What follows belongs to an exercise in optimizing a design on an open flow for small area, a short achievable clock period and few clock cycles; a production flow would make more cautious choices.
In this exercise RTL edits were held to simulation tests only and were not proved equivalent to the original.
Power figures rest on the tool's default switching activity, not on a simulated workload.

// md_unit
module md_unit (
    input  logic        CLK,
    input  logic        RST_X,
    input  logic        start,
    input  md_pkg::md_op_t op,
    input  logic [31:0] a,
    input  logic [31:0] b,
    output logic        busy,
    output logic        done,
    output logic [31:0] hi,
    output logic [31:0] lo
);
Size in the first run: about 1,800 cells after synthesis, about 160 flip-flops, about 140 I/O pins, roughly 14,000 um^2 of cells after synthesis.
==> flow/config.mk <==
export PLATFORM = sky130hd
export DESIGN_NAME = md_unit
export DESIGN_NICKNAME = md_unit
export VERILOG_FILES = /design/flow/design.v
export SDC_FILE = /design/flow/constraint.sdc
export NUM_CORES = 4
export LEC_CHECK = 0
export CAP_MARGIN = 20
export CELL_PAD_IN_SITES_DETAIL_PLACEMENT = 1
export CELL_PAD_IN_SITES_GLOBAL_PLACEMENT = 1
export CORE_MARGIN = 2
export CORE_UTILIZATION = 35
export PLACE_DENSITY = 0.6
export SETUP_SLACK_MARGIN = 2.0
export SLEW_MARGIN = 20
export TNS_END_PERCENT = 5
==> flow/constraint.sdc <==
create_clock -name core_clock -period 5.5 [get_ports {CLK}]
set_input_delay 1.1000 -clock core_clock [delete_from_list [all_inputs] [get_ports {CLK}]]
set_output_delay 1.1000 -clock core_clock [all_outputs]
set_load 0.01 [all_outputs]
run.sh (not shown) runs the stock make flow with config.mk's settings and CLKGATE_MAP_FILE= SYNTH_SCRIPT=/design/flow/synth_recipe.tcl, a recipe that flattens the netlist after the stock synthesis.
The baseline produced a clean layout.
Testbench counts at the start, summed over its fixed seeds: cycles 13,480.
Rerun with:
==> flow/flow/run.sh (new file) <==
#!/bin/bash
# Standard layout, with a lighter ABC mapping script for synthesis (one &nf
# round instead of five delay-driven restructuring rounds). Everything else,
# including the synthesis steps around ABC, is ORFS's and the standard flow's own.
set -euo pipefail
here=$(pwd)
rm -rf "$here/scripts_mod"
cp -r "$FLOW_HOME/scripts" "$here/scripts_mod"
cp "$here/flow/abc_speed.script" "$here/scripts_mod/abc_speed.script"
bash "$here/standard.sh" SCRIPTS_DIR="$here/scripts_mod" finish > "$here/standard_flow.log" 2>&1
==> flow/flow/abc_speed.script (new file) <==
&get -n
&st
&dch
&nf
&put
buffer -c
topo
stime -c
upsize -c
dnsize -c
==> flow/standard.sh (new file) <==
#!/bin/bash
# synth_recipe.tcl (not shown) runs the flow's synth.tcl, then flattens the netlist and writes it again
# the make line also repeats each setting of config.mk as NAME=value (left out here)
make -C /OpenROAD-flow-scripts/flow DESIGN_CONFIG=/design/flow/config.mk WORK_HOME=/design/flow/orfs CLKGATE_MAP_FILE= SYNTH_SCRIPT=/design/flow/synth_recipe.tcl "${@:-finish}"
--- a/flow/config.mk
+++ b/flow/config.mk
@@ -12,3 +12,4 @@
-export CORE_UTILIZATION = 35
-export PLACE_DENSITY = 0.6
-export SETUP_SLACK_MARGIN = 2.0
+export CORE_UTILIZATION = 30
+export CTS_BUF_LIST = sky130_fd_sc_hd__clkbuf_4 sky130_fd_sc_hd__clkbuf_8
+export PLACE_DENSITY = 0.45
+export SETUP_SLACK_MARGIN = 2.4
removed: flow/run.sh
What happened: The changed run completed with no timing, DRC or antenna violations. Routed wire length falls by 0.80%. Sequential power falls by 14%. Die area rises by about 10%.

---

## v31
Starting RTL as in the previous note.
Design md_unit, start of the top module:
module md_unit (
    input  logic        CLK,
    input  logic        RST_X,
    input  logic        start,
    input  md_pkg::md_op_t op,
    input  logic [31:0] a,
    input  logic [31:0] b,
    output logic        busy,
    output logic        done,
    output logic [31:0] hi,
    output logic [31:0] lo
);
clock: 5.5 ns
lec_check: 0
cap_margin: 20
cell_pad_in_sites_detail_placement: 1
cell_pad_in_sites_global_placement: 1
core_margin: 2
core_utilization: 30
cts_buf_list: sky130_fd_sc_hd__clkbuf_4 sky130_fd_sc_hd__clkbuf_8
place_density: 0.45
setup_slack_margin: 1.3
slew_margin: 20
tns_end_percent: 5
Stock flow here: none of the scripts above is used.
Finished, but not clean: v31, with max-capacitance violations, max-slew violations.
Testbench counts of v31, summed over its fixed seeds: cycles 13,480.
## Diff of input files: v48 against v31
Settings: swapping 1.3 for 2.0 in SETUP_SLACK_MARGIN.
Notes after the runs:
v31 vs v48, highest routing layer actually used: met5 vs met4. Of v48 and v31, the run reporting the higher total detailed-routing wirelength was v48. Relative to v31, maximum fanout count along the critical path has increased by 1 in v48. When v48 is set beside v31, its total power draw turns out to be 6.8% larger. No stage failed in v48, and the final checks on the layout all came back clean.
Input-level comparison between v54 and v48:
Settings: removing CTS_BUF_LIST (formerly sky130_fd_sc_hd__clkbuf_4 sky130_fd_sc_hd__clkbuf_8).
Results
Worst setup slack in v54 is 0.030 ns lower than in v48. Comparing v48 against v54, there is no change at all in multiplexer fraction of the synthesized cell area. v48 went all the way through synthesis, placement and routing and the layout is clean on timing, DRC and antenna. v54 finished every step from synthesis to the final layout, and the layout passed the timing, design-rule and antenna checks. Of the two values seen for end point of the critical path, breg[7]$_DFF_P_ was produced by v48 and hi[10]$_DFF_PN0_ by v54. Synthesis-to-finish area growth delta for v54 relative to v48: 0.25 points higher. In v54, the final clock period utilization by the worst path came out 0.55 points above the value in v48. As far as combined flip-flop and latch cell area is concerned, v48 and v54 perform about the same.
Changes in v49 relative to v54:
Settings: CTS_BUF_LIST newly set to sky130_fd_sc_hd__clkbuf_4 sky130_fd_sc_hd__clkbuf_8; TNS_END_PERCENT changed from 5 to 0.
==> flow/flow/run.sh (new file) <==
#!/bin/bash
# Standard layout, with a lighter ABC mapping script for synthesis (one &nf
# round instead of five delay-driven restructuring rounds). Everything else,
# including the synthesis steps around ABC, is ORFS's and the standard flow's own.
set -euo pipefail
here=$(pwd)
rm -rf "$here/scripts_mod"
cp -r "$FLOW_HOME/scripts" "$here/scripts_mod"
cp "$here/flow/abc_speed.script" "$here/scripts_mod/abc_speed.script"
bash "$here/standard.sh" SCRIPTS_DIR="$here/scripts_mod" finish > "$here/standard_flow.log" 2>&1
==> flow/flow/abc_speed.script (new file) <==
&get -n
&st
&dch
&nf
&put
buffer -c
topo
stime -c
upsize -c
dnsize -c
==> flow/standard.sh (new file) <==
#!/bin/bash
# synth_recipe.tcl (not shown) runs the flow's synth.tcl, then flattens the netlist and writes it again
# the make line also repeats each setting of config.mk as NAME=value (left out here)
make -C /OpenROAD-flow-scripts/flow DESIGN_CONFIG=/design/flow/config.mk WORK_HOME=/design/flow/orfs CLKGATE_MAP_FILE= SYNTH_SCRIPT=/design/flow/synth_recipe.tcl "${@:-finish}"
removed: flow/run.sh
[summary]
v49 went all the way through synthesis, placement and routing and the layout is clean on timing, DRC and antenna.
v49 vs v54 on compound-gate portion of the synthesized area: v49 is the lower one.
v49 reports a higher average routed wire per standard cell than v54 does.
v49: die area 2900 sq um below v54
Compared v49 vs v54, and synthesized cell count is down in v49.
Comparing power in the clock group for v54 and v49, the smaller number came from v49.
[v49 vs v54] part of the total power dissipated in combinational logic: higher in v49
v49 vs. v54: routed wire length lower, clock network power share lower.
[compare] base=v54 new=v49: sequential cell count now sits at about the same level; filler cell count went down by 349; total power went down about 11%.
### v49 -> v16
Settings: clearing CTS_BUF_LIST, which used to be sky130_fd_sc_hd__clkbuf_4 sky130_fd_sc_hd__clkbuf_8; swapping 0 for 5 in TNS_END_PERCENT; swapping 2.0 for 3.0 in SETUP_SLACK_MARGIN.
==> flow/run.sh (new file) <==
#!/bin/bash
# synth_recipe.tcl (not shown) runs the flow's synth.tcl, then flattens the netlist and writes it again
# the make line also repeats each setting of config.mk as NAME=value (left out here)
make -C /OpenROAD-flow-scripts/flow DESIGN_CONFIG=/design/flow/config.mk WORK_HOME=/design/flow/orfs CLKGATE_MAP_FILE= SYNTH_SCRIPT=/design/flow/synth_recipe.tcl finish
removed: flow/flow/run.sh
removed: flow/flow/abc_speed.script
removed: flow/standard.sh
## What came out
Biggest fanout along the worst timing path ended up 3 higher on v16 than on v49.
On setup slack: v16 sits above v49.
Area share of and/or/nand/nor cells after synthesis, v16 and v49, higher one = v49.
Delta(post-synthesis instance area, v16 - v49) > 0

==> afterwards: timing with drivers on the ports <==
Ports are ideal in the flow. The routed layouts listed here were re-timed in OpenROAD.
Step 1, drivers: a clkbuf_16 drives CLK and a buf_2 each remaining input, both assumed.
Step 2, shift: input delay + t, output delay - t, t = (earliest + latest rising clock arrival at the registers) / 2. This alone moves slack from input paths to output paths.
Slacks: ideal / step 1 / step 2; pairs: ideal / step 1.
run | t, ns | slack for setup (ns) | latest minus earliest clock arrival (ns) | worst slew at a driven data input, ns | pins driven straight from the clock port
the first run of note 1 | 0.526 | 1.791 / 1.811 / 1.285 | 0.014 / 0.014 | 0.05 | 1
the second run of note 1 | 0.635 | 1.591 / 1.591 / 1.035 | 0.028 / 0.027 | 0.07 | 1
v31 | 0.643 | 1.291 / 1.292 / 0.676 | 0.033 / 0.033 | 0.04 | 1
v48 | 0.639 | 1.757 / 1.788 / 1.149 | 0.026 / 0.026 | 0.05 | 1
v54 | 0.572 | 1.727 / 1.727 / 1.196 | 0.016 / 0.016 | 0.05 | 1
v49 | 0.623 | 1.575 / 1.575 / 1.029 | 0.021 / 0.021 | 0.04 | 1
v16 | 0.565 | 1.780 / 1.793 / 1.228 | 0.019 / 0.019 | 0.06 | 1
For v31, which loses most, drivers alone change the setup slack by +0.001 ns; drivers and shift together by -0.615 ns.
